From an optimization exercise on the open Yosys and OpenROAD flow, aimed at small area, a short achievable clock period and few clock cycles per item; shortcuts taken in it are not production practice. Function was not checked in any run shown here: the RTL went through the layout flow alone.

**flow/config.mk**
```make
export PLATFORM = sky130hd
export DESIGN_NAME = sparse_dot_top
export DESIGN_NICKNAME = sparse_dot_top
export VERILOG_FILES = /design/flow/design.v
export SDC_FILE = /design/flow/constraint.sdc
export NUM_CORES = 4
export LEC_CHECK = 0
export ABC_CLOCK_PERIOD_IN_PS = 3000
export CAP_MARGIN = 20
export CORE_MARGIN = 2
export CORE_UTILIZATION = 60
export CTS_CLUSTER_DIAMETER = 80
export CTS_CLUSTER_SIZE = 30
export SLEW_MARGIN = 20
```
**flow/standard.sh**
```bash
#!/bin/bash
# synth_recipe.tcl (not shown) runs the flow's synth.tcl, then flattens the netlist and writes it again
# the make line also repeats each setting of config.mk as NAME=value (left out here)
make -C /OpenROAD-flow-scripts/flow DESIGN_CONFIG=/design/flow/config.mk WORK_HOME=/design/flow/orfs CLKGATE_MAP_FILE= SYNTH_SCRIPT=/design/flow/synth_recipe.tcl "${@:-finish}"
```
**flow/flow/run.sh**
```bash
#!/bin/bash
# The standard layout, with timing repair aiming below the design's clock
# period (the SDC is unchanged; only the repair margin is raised). Extra make
# variables, one per line, come from flow/args.txt.
set -euo pipefail
mapfile -t ARGS < flow/args.txt
bash standard.sh "${ARGS[@]}" finish > standard_finish.log 2>&1
```
**flow/flow/args.txt**
```
SETUP_SLACK_MARGIN=6.6
BUFFER_PORTS_ARGS=-buffer_cell sky130_fd_sc_hd__buf_2
```
**flow/design.v**
```verilog
`default_nettype none
package sparse_pkg;
    localparam int WORD_W  = 16;               
    localparam int INDEX_W = 6;                
    localparam int ADDR_W  = 2 + INDEX_W;      
    localparam int ACC_W   = 2 * WORD_W + 1;   
    localparam int LANES   = 2;                
    localparam int MAX_DIM = 8;                
    localparam int DIM_W   = 4;                
    typedef enum logic [1:0] {
        BANK_A0,
        BANK_A1,
        BANK_B0,
        BANK_B1
    } bank_e;
    typedef logic [LANES-1:0]  lane_mask_t;
    typedef logic [WORD_W-1:0] word_t;
    typedef logic [ACC_W-1:0]  acc_t;
    typedef enum logic [1:0] {
        WALK_IDLE,
        WALK_ISSUE,    
        WALK_WAIT,     
        WALK_DONE
    } walk_state_e;
    typedef enum logic [1:0] {
        FETCH_IDLE,
        FETCH_READ_A,
        FETCH_READ_B,
        FETCH_CLOSE    
    } fetch_state_e;
endpackage
`default_nettype wire
`timescale 1ns/100ps
`default_nettype none
module pair_walker (
    input  logic        clk,
    input  logic        rst,
    input  logic        start,
    input  logic [3:0]  num_rows,
    input  logic [3:0]  num_cols,
    input  logic [15:0] bitmap_a,
    input  logic [15:0] bitmap_b,
    output logic        issue,       
    output logic        issue_last,  
    output logic [1:0]  pair_mask,   
    output logic [2:0]  row,
    output logic [2:0]  col,
    output logic [2:0]  ka0,
    output logic [2:0]  ka1,
    output logic [2:0]  kb0,
    output logic [2:0]  kb1
);
    logic       run;
    logic       empty;
    logic       last_col;
    logic       last_row;
    logic [1:0] a_bits;
    logic [1:0] b_bits;
    assign empty    = (num_rows == 4'd0) || (num_cols == 4'd0);
    assign issue    = run || (start && !empty);
    assign last_col = ({1'b0, col} == num_cols - 4'd1);
    assign last_row = ({1'b0, row} == num_rows - 4'd1);
    assign issue_last = last_col && last_row;
    assign a_bits = bitmap_a[{row, 1'b0} +: 2];
    assign b_bits = bitmap_b[{col, 1'b0} +: 2];
    assign pair_mask = a_bits & b_bits;
    always_ff @(posedge clk or negedge rst) begin
        if (!rst) begin
            run <= 1'b0;
            row <= '0;
            col <= '0;
            ka0 <= '0;
            ka1 <= '0;
            kb0 <= '0;
            kb1 <= '0;
        end else if (issue) begin
            if (last_col) begin
                col <= '0;
                kb0 <= '0;
                kb1 <= '0;
                if (last_row) begin
                    run <= 1'b0;
                    row <= '0;
                    ka0 <= '0;
                    ka1 <= '0;
                end else begin
                    run <= 1'b1;
                    row <= row + 3'd1;
                    ka0 <= ka0 + {2'b0, a_bits[0]};
                    ka1 <= ka1 + {2'b0, a_bits[1]};
                end
            end else begin
                run <= 1'b1;
                col <= col + 3'd1;
                kb0 <= kb0 + {2'b0, b_bits[0]};
                kb1 <= kb1 + {2'b0, b_bits[1]};
            end
        end
    end
endmodule
`default_nettype wire
`timescale 1ns/100ps
`default_nettype none
module operand_fetch (
    input  logic              clk,
    input  logic              rst,
    input  logic              issue,
    input  logic              issue_last,
    input  logic [1:0]        pair_mask,
    input  logic [2:0]        row,
    input  logic [2:0]        col,
    input  sparse_pkg::word_t a0_val,
    input  sparse_pkg::word_t a1_val,
    input  sparse_pkg::word_t b0_val,
    input  sparse_pkg::word_t b1_val,
    output logic              op_valid,
    output logic              op_last,
    output logic [2:0]        op_row,
    output logic [2:0]        op_col,
    output sparse_pkg::word_t op_a0,
    output sparse_pkg::word_t op_a1,
    output logic [17:0]       op_a30,
    output logic [17:0]       op_a31,
    output logic [7:0]        op_s10,
    output logic [7:0]        op_s20,
    output logic [7:0]        op_s30,
    output logic [7:0]        op_s11,
    output logic [7:0]        op_s21,
    output logic [7:0]        op_s31
);
    logic [7:0] s10, s20, s30, s11, s21, s31;
    digit_enc i_enc0 (.b(b0_val), .m(pair_mask[0]), .s1(s10), .s2(s20), .s3(s30));
    digit_enc i_enc1 (.b(b1_val), .m(pair_mask[1]), .s1(s11), .s2(s21), .s3(s31));
    always_ff @(posedge clk or negedge rst) begin
        if (!rst) begin
            op_valid <= 1'b0;
        end else begin
            op_valid <= issue;
        end
    end
    always_ff @(posedge clk) begin
        op_last <= issue_last;
        op_row  <= row;
        op_col  <= col;
        op_a0   <= a0_val;
        op_a1   <= a1_val;
        op_a30  <= {2'b0, a0_val} + {1'b0, a0_val, 1'b0};
        op_a31  <= {2'b0, a1_val} + {1'b0, a1_val, 1'b0};
        op_s10  <= s10;
        op_s20  <= s20;
        op_s30  <= s30;
        op_s11  <= s11;
        op_s21  <= s21;
        op_s31  <= s31;
    end
endmodule
`default_nettype wire
`timescale 1ns/100ps
`default_nettype none
module value_store (
    input  logic                           clk,
    input  logic                           load_en,
    input  sparse_pkg::bank_e              load_bank,
    input  logic [sparse_pkg::INDEX_W-1:0] load_index,
    input  sparse_pkg::word_t              load_data,
    input  logic [2:0]                     a0_idx,
    input  logic [2:0]                     a1_idx,
    input  logic [2:0]                     b0_idx,
    input  logic [2:0]                     b1_idx,
    output sparse_pkg::word_t              a0_val,
    output sparse_pkg::word_t              a1_val,
    output sparse_pkg::word_t              b0_val,
    output sparse_pkg::word_t              b1_val
);
    sparse_pkg::word_t mem [4][8];
    always_ff @(posedge clk) begin
        for (int b = 0; b < 4; b++) begin
            for (int i = 0; i < 8; i++) begin
                if (load_en && load_bank == b && load_index == i) begin
                    mem[b][i] <= load_data;
                end
            end
        end
    end
    assign a0_val = mem[0][a0_idx];
    assign a1_val = mem[1][a1_idx];
    assign b0_val = mem[2][b0_idx];
    assign b1_val = mem[3][b1_idx];
endmodule
`default_nettype wire
`default_nettype none
module digit_enc (
    input  wire [15:0] b,
    input  wire        m,
    output wire [7:0]  s1,
    output wire [7:0]  s2,
    output wire [7:0]  s3
);
    genvar gj;
    for (gj = 0; gj < 8; gj++) begin : g_enc
        assign s1[gj] = m & ~b[2*gj+1] & b[2*gj];
        assign s2[gj] = m & b[2*gj+1] & ~b[2*gj];
        assign s3[gj] = m & b[2*gj+1] & b[2*gj];
    end
endmodule
module mul_cs (
    input  wire [15:0] a,
    input  wire [17:0] a3,    
    input  wire [7:0]  s1,
    input  wire [7:0]  s2,
    input  wire [7:0]  s3,
    output wire [32:0] s,
    output wire [32:0] c
);
    wire [17:0] a1 = {2'b0, a};
    wire [17:0] a2 = {1'b0, a, 1'b0};
    genvar gj;
    wire [17:0] pp0 = (a1 & {18{s1[0]}}) | (a2 & {18{s2[0]}}) | (a3 & {18{s3[0]}});
    wire [17:0] pp1 = (a1 & {18{s1[1]}}) | (a2 & {18{s2[1]}}) | (a3 & {18{s3[1]}});
    wire [17:0] pp2 = (a1 & {18{s1[2]}}) | (a2 & {18{s2[2]}}) | (a3 & {18{s3[2]}});
    wire [17:0] pp3 = (a1 & {18{s1[3]}}) | (a2 & {18{s2[3]}}) | (a3 & {18{s3[3]}});
    wire [17:0] pp4 = (a1 & {18{s1[4]}}) | (a2 & {18{s2[4]}}) | (a3 & {18{s3[4]}});
    wire [17:0] pp5 = (a1 & {18{s1[5]}}) | (a2 & {18{s2[5]}}) | (a3 & {18{s3[5]}});
    wire [17:0] pp6 = (a1 & {18{s1[6]}}) | (a2 & {18{s2[6]}}) | (a3 & {18{s3[6]}});
    wire [17:0] pp7 = (a1 & {18{s1[7]}}) | (a2 & {18{s2[7]}}) | (a3 & {18{s3[7]}});
    wire t1;
    wire t2;
    wire t3;
    wire t4;
    wire t5;
    wire t6;
    wire t7;
    wire t8;
    wire t9;
    wire t10;
    wire t11;
    wire t12;
    wire t13;
    wire t14;
    wire t15;
    wire t16;
    wire t17;
    wire t18;
    wire t19;
    wire t20;
    wire t21;
    wire t22;
    wire t23;
    wire t24;
    wire t25;
    wire t26;
    wire t27;
    wire t28;
    wire t29;
    wire t30;
    wire t31;
    wire t32;
    wire t33;
    wire t34;
    wire t35;
    wire t36;
    wire t37;
    wire t38;
    wire t39;
    wire t40;
    wire t41;
    wire t42;
    wire t43;
    wire t44;
    wire t45;
    wire t46;
    wire t47;
    wire t48;
    wire t49;
    wire t50;
    wire t51;
    wire t52;
    wire t53;
    wire t54;
    wire t55;
    wire t56;
    wire t57;
    wire t58;
    wire t59;
    wire t60;
    wire t61;
    wire t62;
    wire t63;
    wire t64;
    wire t65;
    wire t66;
    wire t67;
    wire t68;
    wire t69;
    wire t70;
    wire t71;
    wire t72;
    wire t73;
    wire t74;
    wire t75;
    wire t76;
    wire t77;
    wire t78;
    wire t79;
    wire t80;
    wire t81;
    wire t82;
    wire t83;
    wire t84;
    wire t85;
    wire t86;
    wire t87;
    wire t88;
    wire t89;
    wire t90;
    wire t91;
    wire t92;
    wire t93;
    wire t94;
    wire t95;
    wire t96;
    wire t97;
    wire t98;
    wire t99;
    wire t100;
    wire t101;
    wire t102;
    wire t103;
    wire t104;
    wire t105;
    wire t106;
    wire t107;
    wire t108;
    wire t109;
    wire t110;
    wire t111;
    wire t112;
    wire t113;
    wire t114;
    wire t115;
    wire t116;
    wire t117;
    wire t118;
    wire t119;
    wire t120;
    wire t121;
    wire t122;
    wire t123;
    wire t124;
    wire t125;
    wire t126;
    wire t127;
    wire t128;
    wire t129;
    wire t130;
    wire t131;
    wire t132;
    wire t133;
    wire t134;
    wire t135;
    wire t136;
    wire t137;
    wire t138;
    wire t139;
    wire t140;
    wire t141;
    wire t142;
    wire t143;
    wire t144;
    wire t145;
    wire t146;
    wire t147;
    wire t148;
    wire t149;
    wire t150;
    wire t151;
    wire t152;
    wire t153;
    wire t154;
    wire t155;
    wire t156;
    wire t157;
    wire t158;
    wire t159;
    wire t160;
    wire t161;
    wire t162;
    wire t163;
    wire t164;
    wire t165;
    wire t166;
    wire t167;
    wire t168;
    wire t169;
    wire t170;
    wire t171;
    wire t172;
    wire t173;
    wire t174;
    wire t175;
    wire t176;
    wire t177;
    wire t178;
    wire t179;
    wire t180;
    wire t181;
    wire t182;
    wire t183;
    wire t184;
    wire t185;
    wire t186;
    wire t187;
    wire t188;
    wire t189;
    wire t190;
    wire t191;
    wire t192;
    assign t1 = pp0[12] ^ pp1[10];
    assign t2 = pp0[12] & pp1[10];
    assign t3 = pp0[13] ^ pp1[11] ^ pp2[9];
    assign t4 = (pp0[13] & pp1[11]) | (pp0[13] & pp2[9]) | (pp1[11] & pp2[9]);
    assign t5 = pp0[14] ^ pp1[12] ^ pp2[10];
    assign t6 = (pp0[14] & pp1[12]) | (pp0[14] & pp2[10]) | (pp1[12] & pp2[10]);
    assign t7 = pp3[8] ^ pp4[6];
    assign t8 = pp3[8] & pp4[6];
    assign t9 = pp0[15] ^ pp1[13] ^ pp2[11];
    assign t10 = (pp0[15] & pp1[13]) | (pp0[15] & pp2[11]) | (pp1[13] & pp2[11]);
    assign t11 = pp3[9] ^ pp4[7] ^ pp5[5];
    assign t12 = (pp3[9] & pp4[7]) | (pp3[9] & pp5[5]) | (pp4[7] & pp5[5]);
    assign t13 = pp0[16] ^ pp1[14] ^ pp2[12];
    assign t14 = (pp0[16] & pp1[14]) | (pp0[16] & pp2[12]) | (pp1[14] & pp2[12]);
    assign t15 = pp3[10] ^ pp4[8] ^ pp5[6];
    assign t16 = (pp3[10] & pp4[8]) | (pp3[10] & pp5[6]) | (pp4[8] & pp5[6]);
    assign t17 = pp0[17] ^ pp1[15] ^ pp2[13];
    assign t18 = (pp0[17] & pp1[15]) | (pp0[17] & pp2[13]) | (pp1[15] & pp2[13]);
    assign t19 = pp3[11] ^ pp4[9] ^ pp5[7];
    assign t20 = (pp3[11] & pp4[9]) | (pp3[11] & pp5[7]) | (pp4[9] & pp5[7]);
    assign t21 = pp1[16] ^ pp2[14] ^ pp3[12];
    assign t22 = (pp1[16] & pp2[14]) | (pp1[16] & pp3[12]) | (pp2[14] & pp3[12]);
    assign t23 = pp4[10] ^ pp5[8];
    assign t24 = pp4[10] & pp5[8];
    assign t25 = pp1[17] ^ pp2[15] ^ pp3[13];
    assign t26 = (pp1[17] & pp2[15]) | (pp1[17] & pp3[13]) | (pp2[15] & pp3[13]);
    assign t27 = pp4[11] ^ pp5[9];
    assign t28 = pp4[11] & pp5[9];
    assign t29 = pp2[16] ^ pp3[14] ^ pp4[12];
    assign t30 = (pp2[16] & pp3[14]) | (pp2[16] & pp4[12]) | (pp3[14] & pp4[12]);
    assign t31 = pp2[17] ^ pp3[15];
    assign t32 = pp2[17] & pp3[15];
    assign t33 = pp0[8] ^ pp1[6];
    assign t34 = pp0[8] & pp1[6];
    assign t35 = pp0[9] ^ pp1[7] ^ pp2[5];
    assign t36 = (pp0[9] & pp1[7]) | (pp0[9] & pp2[5]) | (pp1[7] & pp2[5]);
    assign t37 = pp0[10] ^ pp1[8] ^ pp2[6];
    assign t38 = (pp0[10] & pp1[8]) | (pp0[10] & pp2[6]) | (pp1[8] & pp2[6]);
    assign t39 = pp3[4] ^ pp4[2];
    assign t40 = pp3[4] & pp4[2];
    assign t41 = pp0[11] ^ pp1[9] ^ pp2[7];
    assign t42 = (pp0[11] & pp1[9]) | (pp0[11] & pp2[7]) | (pp1[9] & pp2[7]);
    assign t43 = pp3[5] ^ pp4[3] ^ pp5[1];
    assign t44 = (pp3[5] & pp4[3]) | (pp3[5] & pp5[1]) | (pp4[3] & pp5[1]);
    assign t45 = t1 ^ pp2[8] ^ pp3[6];
    assign t46 = (t1 & pp2[8]) | (t1 & pp3[6]) | (pp2[8] & pp3[6]);
    assign t47 = pp4[4] ^ pp5[2] ^ pp6[0];
    assign t48 = (pp4[4] & pp5[2]) | (pp4[4] & pp6[0]) | (pp5[2] & pp6[0]);
    assign t49 = t2 ^ t3 ^ pp3[7];
    assign t50 = (t2 & t3) | (t2 & pp3[7]) | (t3 & pp3[7]);
    assign t51 = pp4[5] ^ pp5[3] ^ pp6[1];
    assign t52 = (pp4[5] & pp5[3]) | (pp4[5] & pp6[1]) | (pp5[3] & pp6[1]);
    assign t53 = t4 ^ t5 ^ t7;
    assign t54 = (t4 & t5) | (t4 & t7) | (t5 & t7);
    assign t55 = pp5[4] ^ pp6[2] ^ pp7[0];
    assign t56 = (pp5[4] & pp6[2]) | (pp5[4] & pp7[0]) | (pp6[2] & pp7[0]);
    assign t57 = t6 ^ t8 ^ t9;
    assign t58 = (t6 & t8) | (t6 & t9) | (t8 & t9);
    assign t59 = t11 ^ pp6[3] ^ pp7[1];
    assign t60 = (t11 & pp6[3]) | (t11 & pp7[1]) | (pp6[3] & pp7[1]);
    assign t61 = t10 ^ t12 ^ t13;
    assign t62 = (t10 & t12) | (t10 & t13) | (t12 & t13);
    assign t63 = t15 ^ pp6[4] ^ pp7[2];
    assign t64 = (t15 & pp6[4]) | (t15 & pp7[2]) | (pp6[4] & pp7[2]);
    assign t65 = t14 ^ t16 ^ t17;
    assign t66 = (t14 & t16) | (t14 & t17) | (t16 & t17);
    assign t67 = t19 ^ pp6[5] ^ pp7[3];
    assign t68 = (t19 & pp6[5]) | (t19 & pp7[3]) | (pp6[5] & pp7[3]);
    assign t69 = t18 ^ t20 ^ t21;
    assign t70 = (t18 & t20) | (t18 & t21) | (t20 & t21);
    assign t71 = t23 ^ pp6[6] ^ pp7[4];
    assign t72 = (t23 & pp6[6]) | (t23 & pp7[4]) | (pp6[6] & pp7[4]);
    assign t73 = t22 ^ t24 ^ t25;
    assign t74 = (t22 & t24) | (t22 & t25) | (t24 & t25);
    assign t75 = t27 ^ pp6[7] ^ pp7[5];
    assign t76 = (t27 & pp6[7]) | (t27 & pp7[5]) | (pp6[7] & pp7[5]);
    assign t77 = t26 ^ t28 ^ t29;
    assign t78 = (t26 & t28) | (t26 & t29) | (t28 & t29);
    assign t79 = pp5[10] ^ pp6[8] ^ pp7[6];
    assign t80 = (pp5[10] & pp6[8]) | (pp5[10] & pp7[6]) | (pp6[8] & pp7[6]);
    assign t81 = t30 ^ t31 ^ pp4[13];
    assign t82 = (t30 & t31) | (t30 & pp4[13]) | (t31 & pp4[13]);
    assign t83 = pp5[11] ^ pp6[9] ^ pp7[7];
    assign t84 = (pp5[11] & pp6[9]) | (pp5[11] & pp7[7]) | (pp6[9] & pp7[7]);
    assign t85 = t32 ^ pp3[16] ^ pp4[14];
    assign t86 = (t32 & pp3[16]) | (t32 & pp4[14]) | (pp3[16] & pp4[14]);
    assign t87 = pp5[12] ^ pp6[10] ^ pp7[8];
    assign t88 = (pp5[12] & pp6[10]) | (pp5[12] & pp7[8]) | (pp6[10] & pp7[8]);
    assign t89 = pp3[17] ^ pp4[15] ^ pp5[13];
    assign t90 = (pp3[17] & pp4[15]) | (pp3[17] & pp5[13]) | (pp4[15] & pp5[13]);
    assign t91 = pp6[11] ^ pp7[9];
    assign t92 = pp6[11] & pp7[9];
    assign t93 = pp4[16] ^ pp5[14] ^ pp6[12];
    assign t94 = (pp4[16] & pp5[14]) | (pp4[16] & pp6[12]) | (pp5[14] & pp6[12]);
    assign t95 = pp4[17] ^ pp5[15];
    assign t96 = pp4[17] & pp5[15];
    assign t97 = pp0[6] ^ pp1[4];
    assign t98 = pp0[6] & pp1[4];
    assign t99 = pp0[7] ^ pp1[5] ^ pp2[3];
    assign t100 = (pp0[7] & pp1[5]) | (pp0[7] & pp2[3]) | (pp1[5] & pp2[3]);
    assign t101 = t33 ^ pp2[4] ^ pp3[2];
    assign t102 = (t33 & pp2[4]) | (t33 & pp3[2]) | (pp2[4] & pp3[2]);
    assign t103 = t34 ^ t35 ^ pp3[3];
    assign t104 = (t34 & t35) | (t34 & pp3[3]) | (t35 & pp3[3]);
    assign t105 = t36 ^ t37 ^ t39;
    assign t106 = (t36 & t37) | (t36 & t39) | (t37 & t39);
    assign t107 = t38 ^ t40 ^ t41;
    assign t108 = (t38 & t40) | (t38 & t41) | (t40 & t41);
    assign t109 = t42 ^ t44 ^ t45;
    assign t110 = (t42 & t44) | (t42 & t45) | (t44 & t45);
    assign t111 = t46 ^ t48 ^ t49;
    assign t112 = (t46 & t48) | (t46 & t49) | (t48 & t49);
    assign t113 = t50 ^ t52 ^ t53;
    assign t114 = (t50 & t52) | (t50 & t53) | (t52 & t53);
    assign t115 = t54 ^ t56 ^ t57;
    assign t116 = (t54 & t56) | (t54 & t57) | (t56 & t57);
    assign t117 = t58 ^ t60 ^ t61;
    assign t118 = (t58 & t60) | (t58 & t61) | (t60 & t61);
    assign t119 = t62 ^ t64 ^ t65;
    assign t120 = (t62 & t64) | (t62 & t65) | (t64 & t65);
    assign t121 = t66 ^ t68 ^ t69;
    assign t122 = (t66 & t68) | (t66 & t69) | (t68 & t69);
    assign t123 = t70 ^ t72 ^ t73;
    assign t124 = (t70 & t72) | (t70 & t73) | (t72 & t73);
    assign t125 = t74 ^ t76 ^ t77;
    assign t126 = (t74 & t76) | (t74 & t77) | (t76 & t77);
    assign t127 = t78 ^ t80 ^ t81;
    assign t128 = (t78 & t80) | (t78 & t81) | (t80 & t81);
    assign t129 = t82 ^ t84 ^ t85;
    assign t130 = (t82 & t84) | (t82 & t85) | (t84 & t85);
    assign t131 = t86 ^ t88 ^ t89;
    assign t132 = (t86 & t88) | (t86 & t89) | (t88 & t89);
    assign t133 = t90 ^ t92 ^ t93;
    assign t134 = (t90 & t92) | (t90 & t93) | (t92 & t93);
    assign t135 = t94 ^ t95 ^ pp6[13];
    assign t136 = (t94 & t95) | (t94 & pp6[13]) | (t95 & pp6[13]);
    assign t137 = t96 ^ pp5[16] ^ pp6[14];
    assign t138 = (t96 & pp5[16]) | (t96 & pp6[14]) | (pp5[16] & pp6[14]);
    assign t139 = pp5[17] ^ pp6[15];
    assign t140 = pp5[17] & pp6[15];
    assign t141 = pp0[4] ^ pp1[2];
    assign t142 = pp0[4] & pp1[2];
    assign t143 = pp0[5] ^ pp1[3] ^ pp2[1];
    assign t144 = (pp0[5] & pp1[3]) | (pp0[5] & pp2[1]) | (pp1[3] & pp2[1]);
    assign t145 = t97 ^ pp2[2] ^ pp3[0];
    assign t146 = (t97 & pp2[2]) | (t97 & pp3[0]) | (pp2[2] & pp3[0]);
    assign t147 = t98 ^ t99 ^ pp3[1];
    assign t148 = (t98 & t99) | (t98 & pp3[1]) | (t99 & pp3[1]);
    assign t149 = t100 ^ t101 ^ pp4[0];
    assign t150 = (t100 & t101) | (t100 & pp4[0]) | (t101 & pp4[0]);
    assign t151 = t102 ^ t103 ^ pp4[1];
    assign t152 = (t102 & t103) | (t102 & pp4[1]) | (t103 & pp4[1]);
    assign t153 = t104 ^ t105 ^ pp5[0];
    assign t154 = (t104 & t105) | (t104 & pp5[0]) | (t105 & pp5[0]);
    assign t155 = t106 ^ t107 ^ t43;
    assign t156 = (t106 & t107) | (t106 & t43) | (t107 & t43);
    assign t157 = t108 ^ t109 ^ t47;
    assign t158 = (t108 & t109) | (t108 & t47) | (t109 & t47);
    assign t159 = t110 ^ t111 ^ t51;
    assign t160 = (t110 & t111) | (t110 & t51) | (t111 & t51);
    assign t161 = t112 ^ t113 ^ t55;
    assign t162 = (t112 & t113) | (t112 & t55) | (t113 & t55);
    assign t163 = t114 ^ t115 ^ t59;
    assign t164 = (t114 & t115) | (t114 & t59) | (t115 & t59);
    assign t165 = t116 ^ t117 ^ t63;
    assign t166 = (t116 & t117) | (t116 & t63) | (t117 & t63);
    assign t167 = t118 ^ t119 ^ t67;
    assign t168 = (t118 & t119) | (t118 & t67) | (t119 & t67);
    assign t169 = t120 ^ t121 ^ t71;
    assign t170 = (t120 & t121) | (t120 & t71) | (t121 & t71);
    assign t171 = t122 ^ t123 ^ t75;
    assign t172 = (t122 & t123) | (t122 & t75) | (t123 & t75);
    assign t173 = t124 ^ t125 ^ t79;
    assign t174 = (t124 & t125) | (t124 & t79) | (t125 & t79);
    assign t175 = t126 ^ t127 ^ t83;
    assign t176 = (t126 & t127) | (t126 & t83) | (t127 & t83);
    assign t177 = t128 ^ t129 ^ t87;
    assign t178 = (t128 & t129) | (t128 & t87) | (t129 & t87);
    assign t179 = t130 ^ t131 ^ t91;
    assign t180 = (t130 & t131) | (t130 & t91) | (t131 & t91);
    assign t181 = t132 ^ t133 ^ pp7[10];
    assign t182 = (t132 & t133) | (t132 & pp7[10]) | (t133 & pp7[10]);
    assign t183 = t134 ^ t135 ^ pp7[11];
    assign t184 = (t134 & t135) | (t134 & pp7[11]) | (t135 & pp7[11]);
    assign t185 = t136 ^ t137 ^ pp7[12];
    assign t186 = (t136 & t137) | (t136 & pp7[12]) | (t137 & pp7[12]);
    assign t187 = t138 ^ t139 ^ pp7[13];
    assign t188 = (t138 & t139) | (t138 & pp7[13]) | (t139 & pp7[13]);
    assign t189 = t140 ^ pp6[16] ^ pp7[14];
    assign t190 = (t140 & pp6[16]) | (t140 & pp7[14]) | (pp6[16] & pp7[14]);
    assign t191 = pp6[17] ^ pp7[15];
    assign t192 = pp6[17] & pp7[15];
    assign s = {1'b0, pp7[17], t192, t190, t188, t186, t184, t182, t180, t178, t176, t174, t172, t170, t168, t166, t164, t162, t160, t158, t156, t154, t152, t150, t148, t146, t144, t142, t141, pp0[3], pp0[2], pp0[1], pp0[0]};
    assign c = {1'b0, 1'b0, pp7[16], t191, t189, t187, t185, t183, t181, t179, t177, t175, t173, t171, t169, t167, t165, t163, t161, t159, t157, t155, t153, t151, t149, t147, t145, t143, pp2[0], pp1[1], pp1[0], 1'b0, 1'b0};
endmodule
module add4 (
    input  wire [32:0] x0,
    input  wire [32:0] x1,
    input  wire [32:0] x2,
    input  wire [32:0] x3,
    output wire [32:0] y
);
    wire u1;
    wire u2;
    wire u3;
    wire u4;
    wire u5;
    wire u6;
    wire u7;
    wire u8;
    wire u9;
    wire u10;
    wire u11;
    wire u12;
    wire u13;
    wire u14;
    wire u15;
    wire u16;
    wire u17;
    wire u18;
    wire u19;
    wire u20;
    wire u21;
    wire u22;
    wire u23;
    wire u24;
    wire u25;
    wire u26;
    wire u27;
    wire u28;
    wire u29;
    wire u30;
    wire u31;
    wire u32;
    wire u33;
    wire u34;
    wire u35;
    wire u36;
    wire u37;
    wire u38;
    wire u39;
    wire u40;
    wire u41;
    wire u42;
    wire u43;
    wire u44;
    wire u45;
    wire u46;
    wire u47;
    wire u48;
    wire u49;
    wire u50;
    wire u51;
    wire u52;
    wire u53;
    wire u54;
    wire u55;
    wire u56;
    wire u57;
    wire u58;
    wire u59;
    wire u60;
    wire u61;
    wire u62;
    wire u63;
    wire u64;
    wire u65;
    wire u66;
    wire u67;
    wire u68;
    wire u69;
    wire u70;
    wire u71;
    wire u72;
    wire u73;
    wire u74;
    wire u75;
    wire u76;
    wire u77;
    wire u78;
    wire u79;
    wire u80;
    wire u81;
    wire u82;
    wire u83;
    wire u84;
    wire u85;
    wire u86;
    wire u87;
    wire u88;
    wire u89;
    wire u90;
    wire u91;
    wire u92;
    wire u93;
    wire u94;
    wire u95;
    wire u96;
    wire u97;
    wire u98;
    wire u99;
    wire u100;
    wire u101;
    wire u102;
    wire u103;
    wire u104;
    wire u105;
    wire u106;
    wire u107;
    wire u108;
    wire u109;
    wire u110;
    wire u111;
    wire u112;
    wire u113;
    wire u114;
    wire u115;
    wire u116;
    wire u117;
    wire u118;
    wire u119;
    wire u120;
    wire u121;
    wire u122;
    wire u123;
    wire u124;
    wire u125;
    wire u126;
    wire u127;
    wire u128;
    wire u129;
    wire u130;
    wire u131;
    wire u132;
    assign u1 = x0[0] ^ x1[0];
    assign u2 = x0[0] & x1[0];
    assign u3 = x0[1] ^ x1[1] ^ x2[1];
    assign u4 = (x0[1] & x1[1]) | (x0[1] & x2[1]) | (x1[1] & x2[1]);
    assign u5 = x0[2] ^ x1[2] ^ x2[2];
    assign u6 = (x0[2] & x1[2]) | (x0[2] & x2[2]) | (x1[2] & x2[2]);
    assign u7 = x0[3] ^ x1[3] ^ x2[3];
    assign u8 = (x0[3] & x1[3]) | (x0[3] & x2[3]) | (x1[3] & x2[3]);
    assign u9 = x0[4] ^ x1[4] ^ x2[4];
    assign u10 = (x0[4] & x1[4]) | (x0[4] & x2[4]) | (x1[4] & x2[4]);
    assign u11 = x0[5] ^ x1[5] ^ x2[5];
    assign u12 = (x0[5] & x1[5]) | (x0[5] & x2[5]) | (x1[5] & x2[5]);
    assign u13 = x0[6] ^ x1[6] ^ x2[6];
    assign u14 = (x0[6] & x1[6]) | (x0[6] & x2[6]) | (x1[6] & x2[6]);
    assign u15 = x0[7] ^ x1[7] ^ x2[7];
    assign u16 = (x0[7] & x1[7]) | (x0[7] & x2[7]) | (x1[7] & x2[7]);
    assign u17 = x0[8] ^ x1[8] ^ x2[8];
    assign u18 = (x0[8] & x1[8]) | (x0[8] & x2[8]) | (x1[8] & x2[8]);
    assign u19 = x0[9] ^ x1[9] ^ x2[9];
    assign u20 = (x0[9] & x1[9]) | (x0[9] & x2[9]) | (x1[9] & x2[9]);
    assign u21 = x0[10] ^ x1[10] ^ x2[10];
    assign u22 = (x0[10] & x1[10]) | (x0[10] & x2[10]) | (x1[10] & x2[10]);
    assign u23 = x0[11] ^ x1[11] ^ x2[11];
    assign u24 = (x0[11] & x1[11]) | (x0[11] & x2[11]) | (x1[11] & x2[11]);
    assign u25 = x0[12] ^ x1[12] ^ x2[12];
    assign u26 = (x0[12] & x1[12]) | (x0[12] & x2[12]) | (x1[12] & x2[12]);
    assign u27 = x0[13] ^ x1[13] ^ x2[13];
    assign u28 = (x0[13] & x1[13]) | (x0[13] & x2[13]) | (x1[13] & x2[13]);
    assign u29 = x0[14] ^ x1[14] ^ x2[14];
    assign u30 = (x0[14] & x1[14]) | (x0[14] & x2[14]) | (x1[14] & x2[14]);
    assign u31 = x0[15] ^ x1[15] ^ x2[15];
    assign u32 = (x0[15] & x1[15]) | (x0[15] & x2[15]) | (x1[15] & x2[15]);
    assign u33 = x0[16] ^ x1[16] ^ x2[16];
    assign u34 = (x0[16] & x1[16]) | (x0[16] & x2[16]) | (x1[16] & x2[16]);
    assign u35 = x0[17] ^ x1[17] ^ x2[17];
    assign u36 = (x0[17] & x1[17]) | (x0[17] & x2[17]) | (x1[17] & x2[17]);
    assign u37 = x0[18] ^ x1[18] ^ x2[18];
    assign u38 = (x0[18] & x1[18]) | (x0[18] & x2[18]) | (x1[18] & x2[18]);
    assign u39 = x0[19] ^ x1[19] ^ x2[19];
    assign u40 = (x0[19] & x1[19]) | (x0[19] & x2[19]) | (x1[19] & x2[19]);
    assign u41 = x0[20] ^ x1[20] ^ x2[20];
    assign u42 = (x0[20] & x1[20]) | (x0[20] & x2[20]) | (x1[20] & x2[20]);
    assign u43 = x0[21] ^ x1[21] ^ x2[21];
    assign u44 = (x0[21] & x1[21]) | (x0[21] & x2[21]) | (x1[21] & x2[21]);
    assign u45 = x0[22] ^ x1[22] ^ x2[22];
    assign u46 = (x0[22] & x1[22]) | (x0[22] & x2[22]) | (x1[22] & x2[22]);
    assign u47 = x0[23] ^ x1[23] ^ x2[23];
    assign u48 = (x0[23] & x1[23]) | (x0[23] & x2[23]) | (x1[23] & x2[23]);
    assign u49 = x0[24] ^ x1[24] ^ x2[24];
    assign u50 = (x0[24] & x1[24]) | (x0[24] & x2[24]) | (x1[24] & x2[24]);
    assign u51 = x0[25] ^ x1[25] ^ x2[25];
    assign u52 = (x0[25] & x1[25]) | (x0[25] & x2[25]) | (x1[25] & x2[25]);
    assign u53 = x0[26] ^ x1[26] ^ x2[26];
    assign u54 = (x0[26] & x1[26]) | (x0[26] & x2[26]) | (x1[26] & x2[26]);
    assign u55 = x0[27] ^ x1[27] ^ x2[27];
    assign u56 = (x0[27] & x1[27]) | (x0[27] & x2[27]) | (x1[27] & x2[27]);
    assign u57 = x0[28] ^ x1[28] ^ x2[28];
    assign u58 = (x0[28] & x1[28]) | (x0[28] & x2[28]) | (x1[28] & x2[28]);
    assign u59 = x0[29] ^ x1[29] ^ x2[29];
    assign u60 = (x0[29] & x1[29]) | (x0[29] & x2[29]) | (x1[29] & x2[29]);
    assign u61 = x0[30] ^ x1[30] ^ x2[30];
    assign u62 = (x0[30] & x1[30]) | (x0[30] & x2[30]) | (x1[30] & x2[30]);
    assign u63 = x0[31] ^ x1[31] ^ x2[31];
    assign u64 = (x0[31] & x1[31]) | (x0[31] & x2[31]) | (x1[31] & x2[31]);
    assign u65 = x0[32] ^ x1[32] ^ x2[32];
    assign u66 = (x0[32] & x1[32]) | (x0[32] & x2[32]) | (x1[32] & x2[32]);
    assign u67 = u1 ^ x2[0];
    assign u68 = u1 & x2[0];
    assign u69 = u2 ^ u3 ^ x3[1];
    assign u70 = (u2 & u3) | (u2 & x3[1]) | (u3 & x3[1]);
    assign u71 = u4 ^ u5 ^ x3[2];
    assign u72 = (u4 & u5) | (u4 & x3[2]) | (u5 & x3[2]);
    assign u73 = u6 ^ u7 ^ x3[3];
    assign u74 = (u6 & u7) | (u6 & x3[3]) | (u7 & x3[3]);
    assign u75 = u8 ^ u9 ^ x3[4];
    assign u76 = (u8 & u9) | (u8 & x3[4]) | (u9 & x3[4]);
    assign u77 = u10 ^ u11 ^ x3[5];
    assign u78 = (u10 & u11) | (u10 & x3[5]) | (u11 & x3[5]);
    assign u79 = u12 ^ u13 ^ x3[6];
    assign u80 = (u12 & u13) | (u12 & x3[6]) | (u13 & x3[6]);
    assign u81 = u14 ^ u15 ^ x3[7];
    assign u82 = (u14 & u15) | (u14 & x3[7]) | (u15 & x3[7]);
    assign u83 = u16 ^ u17 ^ x3[8];
    assign u84 = (u16 & u17) | (u16 & x3[8]) | (u17 & x3[8]);
    assign u85 = u18 ^ u19 ^ x3[9];
    assign u86 = (u18 & u19) | (u18 & x3[9]) | (u19 & x3[9]);
    assign u87 = u20 ^ u21 ^ x3[10];
    assign u88 = (u20 & u21) | (u20 & x3[10]) | (u21 & x3[10]);
    assign u89 = u22 ^ u23 ^ x3[11];
    assign u90 = (u22 & u23) | (u22 & x3[11]) | (u23 & x3[11]);
    assign u91 = u24 ^ u25 ^ x3[12];
    assign u92 = (u24 & u25) | (u24 & x3[12]) | (u25 & x3[12]);
    assign u93 = u26 ^ u27 ^ x3[13];
    assign u94 = (u26 & u27) | (u26 & x3[13]) | (u27 & x3[13]);
    assign u95 = u28 ^ u29 ^ x3[14];
    assign u96 = (u28 & u29) | (u28 & x3[14]) | (u29 & x3[14]);
    assign u97 = u30 ^ u31 ^ x3[15];
    assign u98 = (u30 & u31) | (u30 & x3[15]) | (u31 & x3[15]);
    assign u99 = u32 ^ u33 ^ x3[16];
    assign u100 = (u32 & u33) | (u32 & x3[16]) | (u33 & x3[16]);
    assign u101 = u34 ^ u35 ^ x3[17];
    assign u102 = (u34 & u35) | (u34 & x3[17]) | (u35 & x3[17]);
    assign u103 = u36 ^ u37 ^ x3[18];
    assign u104 = (u36 & u37) | (u36 & x3[18]) | (u37 & x3[18]);
    assign u105 = u38 ^ u39 ^ x3[19];
    assign u106 = (u38 & u39) | (u38 & x3[19]) | (u39 & x3[19]);
    assign u107 = u40 ^ u41 ^ x3[20];
    assign u108 = (u40 & u41) | (u40 & x3[20]) | (u41 & x3[20]);
    assign u109 = u42 ^ u43 ^ x3[21];
    assign u110 = (u42 & u43) | (u42 & x3[21]) | (u43 & x3[21]);
    assign u111 = u44 ^ u45 ^ x3[22];
    assign u112 = (u44 & u45) | (u44 & x3[22]) | (u45 & x3[22]);
    assign u113 = u46 ^ u47 ^ x3[23];
    assign u114 = (u46 & u47) | (u46 & x3[23]) | (u47 & x3[23]);
    assign u115 = u48 ^ u49 ^ x3[24];
    assign u116 = (u48 & u49) | (u48 & x3[24]) | (u49 & x3[24]);
    assign u117 = u50 ^ u51 ^ x3[25];
    assign u118 = (u50 & u51) | (u50 & x3[25]) | (u51 & x3[25]);
    assign u119 = u52 ^ u53 ^ x3[26];
    assign u120 = (u52 & u53) | (u52 & x3[26]) | (u53 & x3[26]);
    assign u121 = u54 ^ u55 ^ x3[27];
    assign u122 = (u54 & u55) | (u54 & x3[27]) | (u55 & x3[27]);
    assign u123 = u56 ^ u57 ^ x3[28];
    assign u124 = (u56 & u57) | (u56 & x3[28]) | (u57 & x3[28]);
    assign u125 = u58 ^ u59 ^ x3[29];
    assign u126 = (u58 & u59) | (u58 & x3[29]) | (u59 & x3[29]);
    assign u127 = u60 ^ u61 ^ x3[30];
    assign u128 = (u60 & u61) | (u60 & x3[30]) | (u61 & x3[30]);
    assign u129 = u62 ^ u63 ^ x3[31];
    assign u130 = (u62 & u63) | (u62 & x3[31]) | (u63 & x3[31]);
    assign u131 = u64 ^ u65 ^ x3[32];
    assign u132 = (u64 & u65) | (u64 & x3[32]) | (u65 & x3[32]);
    wire [32:0] r0 = {u130, u128, u126, u124, u122, u120, u118, u116, u114, u112, u110, u108, u106, u104, u102, u100, u98, u96, u94, u92, u90, u88, u86, u84, u82, u80, u78, u76, u74, u72, u70, u68, u67};
    wire [32:0] r1 = {u131, u129, u127, u125, u123, u121, u119, u117, u115, u113, u111, u109, u107, u105, u103, u101, u99, u97, u95, u93, u91, u89, u87, u85, u83, u81, u79, u77, u75, u73, u71, u69, x3[0]};
    assign y = r0 + r1;
endmodule
`default_nettype wire
`timescale 1ns/100ps
`default_nettype none
module sparse_dot_top #(
    parameter int MAX_ROWS = sparse_pkg::MAX_DIM,
    parameter int MAX_COLS = sparse_pkg::MAX_DIM
) (
    input  logic                                  clk,
    input  logic                                  rst,
    input  logic                                  load_en,
    input  sparse_pkg::bank_e                     load_bank,
    input  logic [sparse_pkg::INDEX_W-1:0]        load_index,
    input  sparse_pkg::word_t                     load_data,
    input  logic                                  start,
    input  logic [sparse_pkg::DIM_W-1:0]          num_rows,
    input  logic [sparse_pkg::DIM_W-1:0]          num_cols,
    input  logic [sparse_pkg::LANES*MAX_ROWS-1:0] bitmap_a,
    input  logic [sparse_pkg::LANES*MAX_COLS-1:0] bitmap_b,
    output logic                                  busy,
    output logic                                  done,
    output logic                                  result_valid,
    output logic [sparse_pkg::DIM_W-1:0]          result_row,
    output logic [sparse_pkg::DIM_W-1:0]          result_col,
    output sparse_pkg::acc_t                      result_value
);
    logic              issue;
    logic              issue_last;
    logic [1:0]        pair_mask;
    logic [2:0]        row;
    logic [2:0]        col;
    logic [2:0]        ka0;
    logic [2:0]        ka1;
    logic [2:0]        kb0;
    logic [2:0]        kb1;
    sparse_pkg::word_t a0_val;
    sparse_pkg::word_t a1_val;
    sparse_pkg::word_t b0_val;
    sparse_pkg::word_t b1_val;
    pair_walker i_pair_walker (
        .clk        (clk),
        .rst        (rst),
        .start      (start),
        .num_rows   (num_rows),
        .num_cols   (num_cols),
        .bitmap_a   (bitmap_a),
        .bitmap_b   (bitmap_b),
        .issue      (issue),
        .issue_last (issue_last),
        .pair_mask  (pair_mask),
        .row        (row),
        .col        (col),
        .ka0        (ka0),
        .ka1        (ka1),
        .kb0        (kb0),
        .kb1        (kb1)
    );
    value_store i_value_store (
        .clk        (clk),
        .load_en    (load_en),
        .load_bank  (load_bank),
        .load_index (load_index),
        .load_data  (load_data),
        .a0_idx     (ka0),
        .a1_idx     (ka1),
        .b0_idx     (kb0),
        .b1_idx     (kb1),
        .a0_val     (a0_val),
        .a1_val     (a1_val),
        .b0_val     (b0_val),
        .b1_val     (b1_val)
    );
    logic              op_valid;
    logic              op_last;
    logic [2:0]        op_row;
    logic [2:0]        op_col;
    sparse_pkg::word_t op_a0;
    sparse_pkg::word_t op_a1;
    logic [17:0]       op_a30, op_a31;
    logic [7:0]        op_s10, op_s20, op_s30;
    logic [7:0]        op_s11, op_s21, op_s31;
    operand_fetch i_operand_fetch (
        .clk        (clk),
        .rst        (rst),
        .issue      (issue),
        .issue_last (issue_last),
        .pair_mask  (pair_mask),
        .row        (row),
        .col        (col),
        .a0_val     (a0_val),
        .a1_val     (a1_val),
        .b0_val     (b0_val),
        .b1_val     (b1_val),
        .op_valid   (op_valid),
        .op_last    (op_last),
        .op_row     (op_row),
        .op_col     (op_col),
        .op_a0      (op_a0),
        .op_a1      (op_a1),
        .op_a30     (op_a30),
        .op_a31     (op_a31),
        .op_s10     (op_s10),
        .op_s20     (op_s20),
        .op_s30     (op_s30),
        .op_s11     (op_s11),
        .op_s21     (op_s21),
        .op_s31     (op_s31)
    );
    logic [32:0] p0_s;
    logic [32:0] p0_c;
    logic [32:0] p1_s;
    logic [32:0] p1_c;
    mul_cs i_mul0 (.a(op_a0), .a3(op_a30), .s1(op_s10), .s2(op_s20), .s3(op_s30), .s(p0_s), .c(p0_c));
    mul_cs i_mul1 (.a(op_a1), .a3(op_a31), .s1(op_s11), .s2(op_s21), .s3(op_s31), .s(p1_s), .c(p1_c));
    logic        cs_valid;
    logic        cs_last;
    logic [2:0]  cs_row;
    logic [2:0]  cs_col;
    logic [32:0] cs_p0_s;
    logic [32:0] cs_p0_c;
    logic [32:0] cs_p1_s;
    logic [32:0] cs_p1_c;
    always_ff @(posedge clk or negedge rst) begin
        if (!rst) begin
            cs_valid <= 1'b0;
        end else begin
            cs_valid <= op_valid;
        end
    end
    always_ff @(posedge clk) begin
        cs_last <= op_last;
        cs_row  <= op_row;
        cs_col  <= op_col;
        cs_p0_s <= p0_s;
        cs_p0_c <= p0_c;
        cs_p1_s <= p1_s;
        cs_p1_c <= p1_c;
    end
    logic [32:0] sum;
    add4 i_add4 (
        .x0 (cs_p0_s),
        .x1 (cs_p0_c),
        .x2 (cs_p1_s),
        .x3 (cs_p1_c),
        .y  (sum)
    );
    logic empty_start;
    assign empty_start = start && ((num_rows == 4'd0) || (num_cols == 4'd0));
    always_ff @(posedge clk or negedge rst) begin
        if (!rst) begin
            result_valid <= 1'b0;
            done         <= 1'b0;
            busy         <= 1'b0;
        end else begin
            result_valid <= cs_valid;
            done         <= (cs_valid && cs_last) || empty_start;
            busy         <= start || (busy && !done);
        end
    end
    always_ff @(posedge clk) begin
        result_row   <= {1'b0, cs_row};
        result_col   <= {1'b0, cs_col};
        result_value <= sum;
    end
endmodule
`default_nettype wire
```
**flow/constraint.sdc**
```tcl
create_clock -name core_clock -period 10.0 [get_ports {clk}]
set_input_delay 2.0000 -clock core_clock [delete_from_list [all_inputs] [get_ports {clk}]]
set_output_delay 2.0000 -clock core_clock [all_outputs]
set_load 0.01 [all_outputs]
```
==> results of run 1 <==
[what timing repair did]
| action | 4_1_cts | 5_1_grt |
|---|---|---|
| hold buffers | 0 | 0 |
| setup endpoints to repair | 60 | 129 |
| buffers inserted | 21 | 40 |
| pin swaps | 15 | 41 |
| resized for setup | 90 | 108 |
| cloned | 5 | 4 |
[registers in the layout (all words and copies together) (netlist names), 8 cells and up]
signal / count
i_operand_fetch.op_s11: 8
i_operand_fetch.op_s30: 8
cs_p0_s: 32
i_operand_fetch.op_s21: 8
i_operand_fetch.op_s20: 8
i_value_store.mem: 512
i_operand_fetch.op_s31: 8
cs_p1_c: 29
i_operand_fetch.op_a1: 16
result_value: 33
i_operand_fetch.op_a31: 17
i_operand_fetch.op_a30: 17
i_operand_fetch.op_s10: 8
cs_p1_s: 32
i_operand_fetch.op_a0: 16
cs_p0_c: 29
[per-layer routing]
| metal | up-vias | share of wire | GRT usage |
|---|---|---|---|
| li1 | 11100 | - | - |
| met1 | 12900 | 0.40 | 0.441 |
| met2 | 1512 | 0.47 | 0.504 |
| met3 | 239 | 0.092 | 0.0422 |
| met4 | 0 | 0.038 | 0.105 |
| met5 | - | 0 | 0 |
[cells in the final DEF, fill, tap and decap left out, types with 10 or more instances in the layout]
cell type	n
o21ai_1	11
o21ai_0	57
a22oi_1	24
nand3_1	26
a22o_1	22
mux2i_1	44
dfxtp_4	11
nor2_1	84
a222oi_1	240
edfxtp_1	512
buf_2	109
nor3b_1	25
buf_4	65
dfxtp_2	40
clkbuf_16	42
buf_12	10
xor2_1	16
nor2_4	35
mux4_2	63
mux2_2	42
dfxtp_1	238
nor2b_1	16
a221oi_1	32
a21oi_1	72
nand2_1	108
o22ai_1	12
xnor2_1	40
ha_1	94
dfrtp_1	17
a21oi_2	10
a31oi_1	11
and2_1	16
inv_1	368
a21o_1	14
nor3_1	28
o21a_1	20
fa_1	221
[stage by stage]
stage / utilization / area (sq um) / cells / hold WS, ns / setup WS (ns)
detailed placement: 0.625 / 40900 / 3754 / 0.314 / 5.45
global route: 0.664 / 43500 / 3888 / 0.350 / 6.43
CTS: 0.651 / 42700 / 3844 / 0.334 / 6.60
global placement: 0.625 / 40900 / 3754 / 0.311 / 5.54
floorplan: - / 40000 / 2973 / 0.310 / 6.56
finish: 0.664 / 43500 / 3890 / 0.336 / 6.58
[worst max-delay path by stage]
stage / end / slack, ns / depth (start not counted)
CTS: i_operand_fetch.op_a30[15] / 6.60 / 17
global placement: i_pair_walker.ka0[2] / 5.54 / 10
finish: result_value[29] / 6.58 / 10
detailed placement: i_pair_walker.ka0[2] / 5.45 / 10
global route: result_value[29] / 6.43 / 10
floorplan: i_value_store.mem[10][0] / 6.56 / 2
[kinds of logic (layout without fill, tap and decap cells)]
| kind of cell | Yosys count | after routing | share of synthesized area |
|---|---|---|---|
| AO/OA/AOI/OAI | 618 | 618 | 0.126 |
| XOR/XNOR | 57 | 57 | 0.0126 |
| adder cells (fa/ha/maj) | 334 | 334 | 0.148 |
| buffers and inverters | 584 | 635 | 0.0560 |
| flip-flops | 825 | 825 | 0.549 |
| multiplexers | 155 | 155 | 0.0606 |
| other | 1 | 4 | 0.0000946 |
| AND/OR/NAND/NOR | 398 | 398 | 0.0472 |
[cell type report]
type,count,area [sq um]
diodes,2,5.00
clock buffers,46,991
clock inverters,18,205
fillers,4690,22000
inverters,376,1430
multi-input cells,1564,16500
flip-flops and latches,825,21900
well taps,864,1080
repair buffers,193,1460
repair inverters,2,15.0
[worst max-delay path: cells and delay by family (launching register included)]
kind            cells  cell delay [ns]
compound gates      6             1.55
fa+ha+maj           3             1.27
flops               1             0.34
xor+xnor            1             0.15
==> impl_metrics.py, run 1 <==
metrics = {
    "outcome": {
        "status": "finished clean",
    },
    "route": {
        "drc": 0,
        "vias": 25800,
        "vias_per_cell": 6.62,
        "ant_nets": 0,
        "wire_per_inst_um": 27.4,
        "first_iter_violations": 4590,
        "routed_wl_mm": 107,
        "firstDrtPassIters": 12,
    },
    "floorplan": {
        "pin_count": 112,
        "row_count": 94,
        "die-area_sq_um": 68100,
        "initial_core_util": 0.605,
        "die_w_um": 261,
        "core-area_sq_um": 65500,
        "fp.dieH_um": 261,
    },
    "worst_setup_path": {
        "worstPathRequired_ns": 10.50,
        "r2r_cells": 10,
        "cpMaxStageDelayCell": "fa_1",
        "crit_chain": "fa_1 > fa_1 > ha_4 > a21o_1 > a221o_1 > a41oi_4 > o21ai_4 > a211oi_4 > a41oi_2 > xnor2_1",
        "critPathCaptureType": "register",
        "r2r_slack_ns": 6.58,
        "rr_endpoint": "result_value[29]",
        "cp_common_cell": "fa_1",
        "reg2reg_from": "cs_p0_s[9]",
        "start_kind": "register",
        "crit_fanout": 4,
        "critPathArrivalTime_ns": 3.92,
        "startpoint": "cs_p0_s[9]",
        "crit_type": "register to register",
        "cp_slowest_stage_delay_ns": 0.55,
    },
    "sta": {
        "hold_viol_final": 0,
        "post-route-min-period_ns": 3.42,
        "slew_headroom": 0.307,
        "min_period_over_period": 0.342,
        "rsz0062_at_grt": "true",
        "setup_viol": 0,
        "finalSetupTns_ns": 0,
        "worstMarginPinSlew_ns": 1.03,
        "max_clock_freq_ghz": 0.292,
        "slew_violations": 0,
        "clock_skew_ns": 0.0319,
    },
    "logic_synthesis": {
        "synthArstFlopShare": 0.0291,
        "synth-seq-area-share": 0.549,
        "synth.largest_area_cell": "edfxtp_1",
        "yosysUniqueCellTypes": 72,
        "syn_inst": 2972,
        "synth-main-ff-cell": "edfxtp_1",
        "synth_top_area_share": 0.388,
        "synth.avg_cell_area_sq_um": 13.3,
        "synth.cell_area_sq_um": 39600,
        "yosys.cell_count.top_type": "edfxtp_1",
        "synth_edf_count": 512,
        "synth_area_leaders": "edfxtp_1, dfxtp_1, fa_1",
        "yosysWarnings": 5,
        "ys_top_cells_by_count": "edfxtp_1, inv_1, dfxtp_1, a222oi_1, fa_1",
        "ys_ff_latch": 825,
    },
    "hold_path": {
        "min_path_type": "register to register",
        "hold_start": "cs_row[0]",
        "holdPathEnd": "result_row[0]",
        "hold_path_depth": 0,
    },
    "place": {
        "routabilityCongestion": 0.951,
        "io_buffers": 109,
        "dp_hpwl_mm": 70.7,
    },
    "run": {
        "maxCapViolCount": 0,
    },
    "clocking": {
        "cts_tree": "done",
        "clk_latency_ns": 0.61,
        "clkSinkCount": 825,
        "clock_path_buffers": 3,
        "cts-root-buf": "clkbuf_16",
        "clkSlewWorstSetupHoldPaths_ns": 0.10,
        "cts_max_level": 2,
        "cts_inserted_buffers": 37,
    },
    "global_routing": {
        "antenna_found_initial": 6,
        "grt_pass1_vias": 25200,
        "grt_pass1_wl_mm": 159,
        "grt_max_degree": 44,
        "grt.overflow.total": 0,
        "grtUsageTotal": 0.312,
    },
    "finish": {
        "drive_gt1_frac": 0.187,
        "syn_to_final_growth_pct": 9.79,
        "finish.net_count": 3401,
    },
}
==> run 2: changes to the inputs <==
--- a/flow/config.mk
+++ b/flow/config.mk
@@ -5,7 +5,7 @@
 export SDC_FILE = /design/flow/constraint.sdc
 export NUM_CORES = 4
 export LEC_CHECK = 0
-export ABC_CLOCK_PERIOD_IN_PS = 3000
+export ABC_AREA = 1
 export CAP_MARGIN = 20
 export CORE_MARGIN = 2
 export CORE_UTILIZATION = 60
==> run 2 against run 1 <==
Against the previous run: hold slack got worse by 0.0011 ns; count of clock-buffer cells in the layout increased by 2; utilization decreased by 1.3 points; via count increased by 16%; highest routed layer unchanged.
==> impl_metrics.py, run 2 <==
metrics = {
    "outcome": {
        "status": "finished clean",
    },
    "sta": {
        "finalSetupTns_ns": 0,
        "hold_viol_final": 0,
        "max_clock_freq_ghz": 0.297,
        "min_period_over_period": 0.337,
        "worstMarginPinSlew_ns": 0.971,
        "rsz0062_at_grt": "true",
        "setup_viol": 0,
        "post-route-min-period_ns": 3.37,
        "slew_violations": 0,
        "slew_headroom": 0.351,
        "clock_skew_ns": 0.0440,
    },
    "worst_setup_path": {
        "cpMaxStageDelayCell": "dfxtp_2",
        "crit_type": "register to register",
        "crit_fanout": 15,
        "worstPathRequired_ns": 10.48,
        "critPathArrivalTime_ns": 3.85,
        "crit_chain": "inv_1 > o21ai_0 > fa_1 > inv_1 > fa_1 > fa_1 > inv_1 > fa_1",
        "critPathCaptureType": "register",
        "cp_common_cell": "fa_1",
        "cp_slowest_stage_delay_ns": 0.67,
        "start_kind": "register",
    },
    "finish": {
        "top_regs": "i_value_store.mem: 512 flops, result_value: 33 flops",
        "finish.net_count": 4734,
        "final_common_cell": "nand2_1",
        "final_area_sq_um": 44700,
        "drive_gt1_frac": 0.0772,
        "largest_reg_flops": 512,
        "layout_common_cells": "nand2_1, inv_1, edfxtp_1, nor2_1, dfxtp_1",
        "num_antenna_cells": 0,
        "top_register": "i_value_store.mem",
        "fin_cells": 5294,
        "syn_to_final_growth_pct": 7.25,
    },
    "place": {
        "place_area_sq_um": 42800,
        "routabilityCongestion": 0.970,
        "io_buffers": 109,
        "dp_hpwl_mm": 81.5,
        "place_inst": 5192,
    },
    "clocking": {
        "cts-root-buf": "clkbuf_16",
        "clkSlewWorstSetupHoldPaths_ns": 0.10,
        "cts_max_level": 2,
        "cts_inserted_buffers": 41,
        "clock_path_buffers": 3,
        "clkSinkCount": 825,
        "clk_latency_ns": 0.64,
        "cts_tree": "done",
        "cts_hold_buf": 0,
    },
    "floorplan": {
        "die-area_sq_um": 71600,
        "pin_count": 112,
        "row_count": 96,
        "fp.dieH_um": 268,
        "die_w_um": 268,
        "initial_core_util": 0.607,
        "core-area_sq_um": 68700,
    },
    "route": {
        "drc": 0,
        "routed_wl_mm": 115,
        "firstDrtPassIters": 5,
        "vias": 29800,
        "ant_nets": 0,
        "vias_per_cell": 5.63,
        "wire_per_inst_um": 21.8,
        "first_iter_violations": 3158,
    },
    "global_routing": {
        "grt_pass1_wl_mm": 174,
        "grt_max_degree": 33,
        "antenna_found_initial": 0,
        "grtUsageTotal": 0.327,
        "grt_pass1_vias": 28300,
        "grt.overflow.total": 0,
    },
    "logic_synthesis": {
        "yosysWarnings": 5,
        "synth.cell_area_sq_um": 41700,
        "syn_inst": 4377,
        "synth_edf_count": 512,
        "synth.avg_cell_area_sq_um": 9.53,
        "synth_area_leaders": "edfxtp_1, dfxtp_1, nand2_1",
        "synth.largest_area_cell": "edfxtp_1",
        "yosysUniqueCellTypes": 48,
        "synth-main-ff-cell": "edfxtp_1",
        "synth-seq-area-share": 0.522,
        "yosys.cell_count.top_type": "nand2_1",
        "ys_top_cells_by_count": "nand2_1, inv_1, edfxtp_1, nor2_1, dfxtp_1",
        "ys_ff_latch": 825,
        "synthArstFlopShare": 0.0291,
        "synth_top_area_share": 0.369,
    },
    "hold_path": {
        "min_path_type": "register to register",
    },
    "run": {
        "maxCapViolCount": 0,
    },
}
[run 2: changes by cell type in the layout (fill, tap and decap cells not counted), moves of 38 or more]
cell / change
nand3_1: +233
nand2_1: +1134
nor2_1: +221
mux2_2: -42
inv_1: +153
a21oi_1: +122
o21ai_0: +38
mux2i_1: -44
a222oi_1: -240
a22o_1: +79
mux4_2: -63
[run 2: worst max-delay path, delay by kind of cell (launching register included)]
family | cells | cell delay (ns)
buffers and inverters | 3 | 0.30
adders and majority gates | 4 | 1.92
DFF | 1 | 0.67
AOI/OAI and AO/OA | 1 | 0.36
[run 2: routing by layer]
layer / share of wire / global-route usage / up-vias
li1: - / - / 14000
met1: 0.42 / 0.459 / 14200
met2: 0.46 / 0.513 / 1367
met3: 0.079 / 0.0451 / 225
met4: 0.048 / 0.143 / 0
met5: 0 / 0 / -
[run 2: kinds of logic after synthesis]
| group | after synthesis | share of synthesized area |
|---|---|---|
| buf+inv | 775 | 0.0714 |
| compound gates | 474 | 0.0708 |
| xor+xnor | 43 | 0.00903 |
| fa+ha+maj | 334 | 0.141 |
| simple gates | 1925 | 0.186 |
| other cells | 1 | 0.0000899 |
| flops | 825 | 0.522 |
[run 2: final cells by class]
class / count / area, sq um
Clock buffer: 48 / 1070
Clock inverter: 26 / 353
Fill cell: 5645 / 24000
Inverter: 541 / 2060
Multi-Input combinational cell: 2778 / 17500
Sequential cell: 825 / 21800
Tap cell: 931 / 1160
Timing Repair Buffer: 145 / 828
[run 2: worst paths after layout]
check	startpoint	end	slack, ns	cells past startpoint
worst max-delay path	i_operand_fetch.op_s20[1]	cs_p0_c[18]	6.63	8
worst min-delay path	i_operand_fetch.op_last	cs_last	0.34	0
worst max register to register	i_operand_fetch.op_s20[1]	cs_p0_c[18]	6.63	8
worst min register to register	i_operand_fetch.op_last	cs_last	0.34	0
max in group asynchronous	rst	i_pair_walker.ka1[0]	8.17	1
min in group asynchronous	rst	i_pair_walker.row[1]	1.37	1
[run 2: per-stage QoR]
step	hold WS, ns	worst slack, ns	util
6_report	0.335	6.63	0.651
3_3_place_gp	0.310	5.94	0.624
4_1_cts	0.335	6.57	0.648
5_1_grt	0.341	6.51	0.651
2_1_floorplan	0.310	6.54	-
3_5_place_dp	0.312	5.89	0.624
[run 2: repair_timing]
| action | CTS | global route |
|---|---|---|
| gates resized for setup | 37 | 34 |
| setup endpoints to repair | 34 | 42 |
| setup buffers | 16 | 12 |
| hold endpoints to repair | 0 | 0 |
| pin swaps | 5 | 3 |
==> run 3: changes to the inputs <==
--- a/flow/config.mk
+++ b/flow/config.mk
@@ -5,10 +5,10 @@
 export SDC_FILE = /design/flow/constraint.sdc
 export NUM_CORES = 4
 export LEC_CHECK = 0
-export ABC_AREA = 1
+export ABC_CLOCK_PERIOD_IN_PS = 3000
 export CAP_MARGIN = 20
 export CORE_MARGIN = 2
-export CORE_UTILIZATION = 60
+export CORE_UTILIZATION = 55
 export CTS_CLUSTER_DIAMETER = 80
 export CTS_CLUSTER_SIZE = 30
 export SLEW_MARGIN = 20
==> run 3 against run 2 <==
Against the previous run: non-clock buffer count increased by 78; highest routed layer unchanged; via count decreased by 13%; synthesized cell count decreased by 32%; global-route usage decreased by 2.9 points; hold slack improved by 0.00060 ns; count of clock-buffer cells in the layout increased by 3.
==> impl_metrics.py, run 3 <==
metrics = {
    "clocking": {
        "cts_max_level": 2,
        "clk_latency_ns": 0.63,
        "clkSlewWorstSetupHoldPaths_ns": 0.10,
        "clock_path_buffers": 3,
        "cts_hold_buf": 0,
        "cts_tree": "done",
        "clkSinkCount": 825,
        "cts-root-buf": "clkbuf_16",
        "cts_inserted_buffers": 40,
    },
    "worst_setup_path": {
        "reg2reg_from": "cs_p1_s[7]",
        "start_kind": "register",
        "crit_type": "register to register",
        "startpoint": "cs_p1_s[7]",
        "r2r_slack_ns": 6.54,
        "r2r_cells": 11,
        "worstPathRequired_ns": 10.50,
        "rr_endpoint": "result_value[29]",
        "crit_fanout": 3,
        "critPathCaptureType": "register",
        "critPathArrivalTime_ns": 3.96,
    },
    "sta": {
        "setup_viol": 0,
        "rsz0062_at_grt": "true",
        "worstMarginPinSlew_ns": 1.04,
        "fin_ws_ns": 6.54,
        "max_clock_freq_ghz": 0.289,
        "hold_ws_ns": 0.336,
        "post-route-min-period_ns": 3.46,
        "hold_viol_final": 0,
        "slew_headroom": 0.297,
        "clock_skew_ns": 0.0434,
        "min_period_over_period": 0.346,
        "slew_violations": 0,
        "finalSetupTns_ns": 0,
    },
    "logic_synthesis": {
        "ys_top_cells_by_count": "edfxtp_1, inv_1, dfxtp_1, a222oi_1, fa_1",
        "synth.cell_area_sq_um": 39600,
        "ys_ff_latch": 825,
        "yosysWarnings": 5,
        "synth-main-ff-cell": "edfxtp_1",
        "synth_edf_count": 512,
        "synth_top_area_share": 0.388,
        "synth_area_leaders": "edfxtp_1, dfxtp_1, fa_1",
        "synth.avg_cell_area_sq_um": 13.3,
        "synth-seq-area-share": 0.549,
        "synthArstFlopShare": 0.0291,
        "syn_inst": 2972,
        "yosys.cell_count.top_type": "edfxtp_1",
        "yosysUniqueCellTypes": 72,
        "synth.largest_area_cell": "edfxtp_1",
    },
    "route": {
        "drc": 0,
        "routed_wl_mm": 112,
        "wire_per_inst_um": 27.9,
        "firstDrtPassIters": 14,
        "first_iter_violations": 4722,
        "ant_nets": 0,
        "vias": 25900,
        "vias_per_cell": 6.44,
    },
    "floorplan": {
        "initial_core_util": 0.555,
        "pin_count": 112,
        "die_w_um": 272,
        "fp.dieH_um": 272,
        "core-area_sq_um": 71400,
        "die-area_sq_um": 74200,
        "row_count": 98,
    },
    "global_routing": {
        "gr-max-usage-layer": "met2",
        "antenna_found_initial": 2,
        "grt_use_met1": 0.408,
        "grt_pass1_vias": 25900,
        "grt_max_degree": 43,
        "grt.overflow.total": 0,
        "grt_pass1_wl_mm": 165,
        "met3_usage": 0.0457,
        "grtUsageTotal": 0.298,
        "met2_usage": 0.485,
    },
    "finish": {
        "top_register": "i_value_store.mem",
        "final_area_sq_um": 44200,
        "fin_util": 0.619,
        "drive_gt1_frac": 0.194,
        "syn_to_final_growth_pct": 11.5,
        "finish.net_count": 3435,
        "num_antenna_cells": 0,
        "largest_reg_flops": 512,
        "top_regs": "i_value_store.mem: 512 flops, result_value: 33 flops",
        "final_common_cell": "edfxtp_1",
        "layout_common_cells": "edfxtp_1, inv_1, dfxtp_1, a222oi_1, fa_1",
    },
    "place": {
        "dp_hpwl_mm": 73.9,
        "place_area_sq_um": 41100,
        "routabilityCongestion": 0.956,
        "io_buffers": 109,
        "detailedPlace.worstSlack_ns": 5.49,
    },
    "hold_path": {
        "holdPathEnd": "cs_row[0]",
        "hold_path_depth": 0,
        "min_path_type": "register to register",
        "hold_start": "i_operand_fetch.op_row[0]",
    },
    "run": {
        "maxCapViolCount": 0,
    },
    "outcome": {
        "status": "finished clean",
    },
}
[run 3: changes by cell type after synthesis, sizes merged, moves of 25 or more]
cell	change
nand2	-1137
a222oi	+240
nand3	-239
nor2	-217
inv	-165
a21oi	-115
a22o	-79
mux4	+63
mux2	+48
mux2i	+44
xnor2	+34
a221oi	+25
[run 3: what timing repair did]
item	CTS	global route
setup buffers	39	42
gates resized for setup	97	98
gates cloned	6	4
endpoints found under the setup margin	111	204
pin swaps	28	55
[run 3: how the worst max path moves through the flow]
stage / to / slack (ns) / cells past startpoint
after floorplan: i_value_store.mem[10][0] / 6.56 / 2
after global placement: i_pair_walker.ka0[2] / 5.54 / 10
after detailed placement: i_pair_walker.ka0[2] / 5.49 / 10
after CTS: result_value[29] / 6.59 / 13
after global routing: result_value[29] / 6.47 / 13
final: result_value[29] / 6.54 / 11
[run 3: critical path, stage by stage, from the launching register on]
cell and delay [ns]:
dfxtp_2 0.34, fa_1 0.49, fa_2 0.61, ha_4 0.22
a21o_1 0.18, a221o_1 0.41, a41oi_4 0.23, buf_12 0.16
o21ai_4 0.07, a211oi_4 0.31, a41oi_2 0.18, xnor2_1 0.16
[run 3: kinds of logic after synthesis]
family | share of synthesized area
flip-flops | 0.549
AO/OA/AOI/OAI | 0.126
buffers and inverters | 0.0560
AND/OR/NAND/NOR | 0.0472
adder cells (fa/ha/maj) | 0.148
multiplexers | 0.0606
XOR/XNOR | 0.0126
other | 0.0000946
[run 3: per-stage QoR]
stage,std cells
2_1_floorplan,2973
3_3_place_gp,3850
3_5_place_dp,3850
4_1_cts,3968
5_1_grt,4014
6_report,4014
[run 3: final cells by class]
cell class,instances,area (sq um)
clock inverter,22,318
multi-input combinational,1564,16400
sequential,825,21800
tap,950,1190
timing repair inverter,3,22.5
fill,5538,27200
clock buffer,51,1050
inverter,376,1420
timing repair buffer,223,1890
[run 3: routing by layer]
layer  share of wire  wire length, um
met2            0.48            53300
met5               0                0
met3           0.090            10100
met4           0.039             4350
met1            0.40            44300

==> static timing again, ports no longer ideal <==
In the flow no input, the clock included, has a driving cell. The finished layouts below were timed again as built, in two steps.
Step 1 sets driving cells, clkbuf_16 on the clock port and buf_2 on the other inputs (assumed; they add their load-dependent delay and slew).
Step 2 times the ports against the registers' clock, not the clock port: input delays grow and output delays shrink by t, the midpoint of the rising clock arrivals with the driver on.
a / b / c = ideal / step 1 / step 2; a / b = the first two.
run	t, ns	setup slack, ns	worst setup path after step 2	worst slew at a driven data input, ns
run 1	0.665	6.579 / 6.579 / 6.019	input to register	0.05
run 2	0.680	6.630 / 6.630 / 6.061	input to register	0.05
run 3	0.676	6.537 / 6.537 / 6.003	input to register	0.04
After both steps setup and hold are still met in every run listed. For run 2, which loses most, drivers alone change the setup slack by 0.000 ns; drivers and shift together by -0.569 ns.
